Background: an optimization exercise with open tools, aiming at small area, a short achievable clock period and few clock cycles per item. Do not read the settings as production practice.
Where RTL was checked, it was by simulation tests only, not by an equivalence proof against the original.
Power is estimated from default activity; no workload was simulated.

==> module mp_mul_sched, before the edit <==
module mp_mul_sched #(
    parameter int WIDTH = rsa_pkg::DEF_WIDTH,
    parameter int LIMBS = rsa_pkg::DEF_LIMBS
) (
    input  logic                     clk,
    input  logic                     rst,
    input  logic                     start,
    input  logic [LIMBS*WIDTH-1:0]   op_a,
    input  logic [LIMBS*WIDTH-1:0]   op_b,
    output logic                     busy,
    output logic                     done,
    output logic [2*LIMBS*WIDTH-1:0] result,
    output logic [WIDTH-1:0]         mul_a,
    output logic [WIDTH-1:0]         mul_b,
    input  logic [WIDTH-1:0]         mul_lo,
    input  logic [WIDTH-1:0]         mul_hi
);
    localparam int OPW   = LIMBS * WIDTH;
    localparam int NPAIR = LIMBS * LIMBS;
    localparam int FIRST = 4;                  
    localparam int LAST  = NPAIR + FIRST - 1;  
    localparam int CW    = $clog2(LAST + 2);
    logic                     busy_q, done_q;
    logic [CW-1:0]            cnt_q;
    logic                     acc_q, sh_q, m_q, pm_q, z_q;
    logic [OPW-1:0]           ar_q;
    logic [OPW-1:0]           b_q;
    logic [(LIMBS-1)*WIDTH-1:0] fifo_q;
    logic [WIDTH-1:0]         cy_q;
    logic [WIDTH:0]           u_q;
    logic [WIDTH-1:0]         h_q;
    logic [WIDTH-1:0]         pop_n, ua, cz, push, hi, h1, h2, hs0, hs1;
    logic [WIDTH-2:0]         hc;
    logic [WIDTH:0]           u_n, lsum;
    function automatic logic [WIDTH:0] pp_add(input logic [WIDTH-1:0] a,
                                              input logic [WIDTH-1:0] b);
        logic [WIDTH-1:0] g, p, gn, pn;
        g = a & b;
        p = a ^ b;
        for (int d = 1; d < WIDTH; d = d * 2) begin
            gn = g;
            pn = p;
            for (int i = d; i < WIDTH; i++) begin
                gn[i] = g[i] | (p[i] & g[i-d]);
                pn[i] = p[i] & p[i-d];
            end
            g = gn;
            p = pn;
        end
        pp_add = {g[WIDTH-1], (a ^ b) ^ {g[WIDTH-2:0], 1'b0}};
    endfunction
    function automatic logic [WIDTH-1:0] pp_and(input logic [WIDTH-1:0] a);
        logic [WIDTH-1:0] c;
        c = a;
        for (int l = 0; (1 << l) < WIDTH; l++)
            for (int i = 0; i < WIDTH; i++)
                if ((i >> l) & 1) c[i] = c[i] & c[((i >> l) << l) - 1];
        pp_and = c;
    endfunction
    always_ff @(posedge clk) begin
        if (rst) begin
            busy_q <= 1'b0;
            done_q <= 1'b0;
            cnt_q  <= '0;
            acc_q  <= 1'b0;
            sh_q   <= 1'b0;
            m_q    <= 1'b0;
            pm_q   <= 1'b0;
            z_q    <= 1'b0;
        end else if (start && !busy_q) begin
            busy_q <= 1'b1;
            done_q <= 1'b0;
            cnt_q  <= CW'(1);
            acc_q  <= 1'b0;
            sh_q   <= 1'b0;
            m_q    <= 1'b0;
            pm_q   <= 1'b1;
            z_q    <= 1'b0;
        end else if (busy_q) begin
            cnt_q  <= cnt_q + CW'(1);
            acc_q  <= (cnt_q >= CW'(FIRST - 1)) && (cnt_q < CW'(LAST));
            sh_q   <= (cnt_q >= CW'(FIRST - 1)) && (cnt_q < CW'(LAST - LIMBS + 1)) &&
                      (((cnt_q + CW'(1) - CW'(FIRST)) % LIMBS) == 0);
            m_q    <= ((cnt_q + CW'(1) - CW'(FIRST)) % LIMBS) == 0;
            pm_q   <= cnt_q < CW'(FIRST - 2 + LIMBS);
            z_q    <= cnt_q == CW'(FIRST - 1);
            if (cnt_q == CW'(LAST)) begin
                busy_q <= 1'b0;
                done_q <= 1'b1;
            end
        end else begin
            done_q <= 1'b0;
            acc_q  <= 1'b0;
        end
    end
    always_comb begin
        pop_n = pm_q ? '0 : fifo_q[2*WIDTH-1:WIDTH];
        u_n   = pp_add(mul_lo, pop_n);
        ua    = m_q ? '0 : u_q[WIDTH-1:0];
        cz    = z_q ? '0 : cy_q;
        lsum  = pp_add(ua, cz);
        push  = lsum[WIDTH-1:0];
        hc    = pp_and({h_q[WIDTH-2:1], 1'b1});
        h1    = h_q ^ {hc & {(WIDTH-1){h_q[0]}}, 1'b1};
        h2    = h_q ^ {hc, 1'b0};
        hs0   = u_q[WIDTH] ? h1 : h_q;
        hs1   = u_q[WIDTH] ? h2 : h1;
        hi    = lsum[WIDTH] ? hs1 : hs0;
    end
    always_ff @(posedge clk) begin
        u_q <= u_n;
        h_q <= mul_hi;
        if (!busy_q) b_q <= op_b;
        else         b_q <= {b_q[WIDTH-1:0], b_q[OPW-1:WIDTH]};
        if (!busy_q) begin
            if (start) ar_q <= op_a;
        end else begin
            if (sh_q) ar_q <= {u_q[WIDTH-1:0], ar_q[OPW-1:WIDTH]};
            if (acc_q) begin
                fifo_q <= {push, fifo_q[(LIMBS-1)*WIDTH-1:WIDTH]};
                cy_q   <= hi;
            end
        end
    end
    assign busy   = busy_q;
    assign done   = done_q;
    assign result = {cy_q, fifo_q, ar_q};
    assign mul_a  = ar_q[WIDTH-1:0];
    assign mul_b  = b_q[WIDTH-1:0];
endmodule
==> flow/config.mk <==
export PLATFORM = sky130hd
export DESIGN_NAME = mp_mul_sched
export DESIGN_NICKNAME = mp_mul_sched
export VERILOG_FILES = /design/flow/design.v
export SDC_FILE = /design/flow/constraint.sdc
export NUM_CORES = 4
export LEC_CHECK = 0
export ABC_CLOCK_PERIOD_IN_PS = 2000
export CAP_MARGIN = 20
export CORE_MARGIN = 2
export CORE_UTILIZATION = 60
export PLACE_DENSITY = 0.75
export SETUP_SLACK_MARGIN = 3.9
export SLEW_MARGIN = 20
==> flow/constraint.sdc <==
create_clock -name core_clock -period 7.0 [get_ports {clk}]
set_input_delay 1.4000 -clock core_clock [delete_from_list [all_inputs] [get_ports {clk}]]
set_output_delay 1.4000 -clock core_clock [all_outputs]
set_load 0.01 [all_outputs]
standard.sh (not shown) runs the stock make flow with config.mk's settings and CLKGATE_MAP_FILE= SYNTH_SCRIPT=/design/flow/synth_recipe.tcl, a recipe that flattens the netlist after the stock synthesis.
==> flow/flow/run.sh <==
#!/bin/bash
# Standard layout, with every port buffered by the smallest buffer cell and a
# clock tree of fewer, larger sink clusters without dummy loads.
set -euo pipefail
bash standard.sh 'BUFFER_PORTS_ARGS=-buffer_cell sky130_fd_sc_hd__buf_1' \
  'CTS_ARGS=-sink_clustering_enable -repair_clock_nets -buf_list {sky130_fd_sc_hd__clkbuf_8} -sink_clustering_size 16 -sink_clustering_max_diameter 60 -dont_use_dummy_load' \
  finish > layout.log 2>&1
Testbench counts at the start, summed over its fixed seeds: cycles 19,200, items 960.
Rerun with:
--- a/flow/design.v
+++ b/flow/design.v
@@ -68,5 +68,5 @@
     logic                     busy_q, done_q;
     logic [CW-1:0]            cnt_q;
-    logic                     acc_q, sh_q, m_q, pm_q, z_q;
+    logic                     sh_q, m_q, z_q;
     logic [OPW-1:0]           ar_q;
     logic [OPW-1:0]           b_q;
@@ -108,8 +108,6 @@
             done_q <= 1'b0;
             cnt_q  <= '0;
-            acc_q  <= 1'b0;
             sh_q   <= 1'b0;
             m_q    <= 1'b0;
-            pm_q   <= 1'b0;
             z_q    <= 1'b0;
         end else if (start && !busy_q) begin
@@ -117,17 +115,14 @@
             done_q <= 1'b0;
             cnt_q  <= CW'(1);
-            acc_q  <= 1'b0;
             sh_q   <= 1'b0;
-            m_q    <= 1'b0;
-            pm_q   <= 1'b1;
-            z_q    <= 1'b0;
+            m_q    <= 1'b1;
+            z_q    <= 1'b1;
         end else if (busy_q) begin
             cnt_q  <= cnt_q + CW'(1);
-            acc_q  <= (cnt_q >= CW'(FIRST - 1)) && (cnt_q < CW'(LAST));
             sh_q   <= (cnt_q >= CW'(FIRST - 1)) && (cnt_q < CW'(LAST - LIMBS + 1)) &&
                       (((cnt_q + CW'(1) - CW'(FIRST)) % LIMBS) == 0);
-            m_q    <= ((cnt_q + CW'(1) - CW'(FIRST)) % LIMBS) == 0;
-            pm_q   <= cnt_q < CW'(FIRST - 2 + LIMBS);
-            z_q    <= cnt_q == CW'(FIRST - 1);
+            m_q    <= (cnt_q < CW'(FIRST - 1)) ||
+                      (((cnt_q + CW'(1) - CW'(FIRST)) % LIMBS) == 0);
+            z_q    <= cnt_q < CW'(FIRST);
             if (cnt_q == CW'(LAST)) begin
                 busy_q <= 1'b0;
@@ -136,9 +131,8 @@
         end else begin
             done_q <= 1'b0;
-            acc_q  <= 1'b0;
         end
     end
     always_comb begin
-        pop_n = pm_q ? '0 : fifo_q[2*WIDTH-1:WIDTH];
+        pop_n = fifo_q[2*WIDTH-1:WIDTH];
         u_n   = pp_add(mul_lo, pop_n);
         ua    = m_q ? '0 : u_q[WIDTH-1:0];
@@ -162,5 +156,5 @@
         end else begin
             if (sh_q) ar_q <= {u_q[WIDTH-1:0], ar_q[OPW-1:WIDTH]};
-            if (acc_q) begin
+            begin
                 fifo_q <= {push, fifo_q[(LIMBS-1)*WIDTH-1:WIDTH]};
                 cy_q   <= hi;
Combinational power rises by well over a third.
Clock-buffer cell count went up by 1.
Design area rises slightly.
Core utilization rose by 2.0 points.
Register-to-register slack gets worse by 0.09 ns.
Only the layout flow was run in the second run of this note; the RTL was not checked for function there.

-- afterwards: timing with drivers on the ports --
In the flow no input, the clock included, has a driving cell. The finished layouts below were timed again as built, in two steps. Step 1 assumes that a clkbuf_16 drives the clock port and a buf_2 every other input. Step 2 moves the port delays by t, midway between the first and last clock arrival at a register: inputs arrive t later, outputs are due t later. That takes back most of the time a late clock gives input paths. Slacks: no drivers / after step 1 / after step 2; pairs: no drivers / after step 1.
| run | t, ns | slack for setup (ns) | worst setup path at the end | clock arrival spread, ns | worst slew at a driven data input, ns |
|---|---|---|---|---|---|
| the first run | 0.604 | 3.817 / 3.817 / 3.342 | input to register | 0.046 / 0.046 | 0.15 |
| the second run | 0.609 | 3.668 / 3.646 / 3.038 | input to register | 0.055 / 0.055 | 0.17 |
After both steps setup and hold are still met in every run listed. For the second run, which loses most, drivers alone change the setup slack by -0.022 ns; drivers and shift together by -0.630 ns.
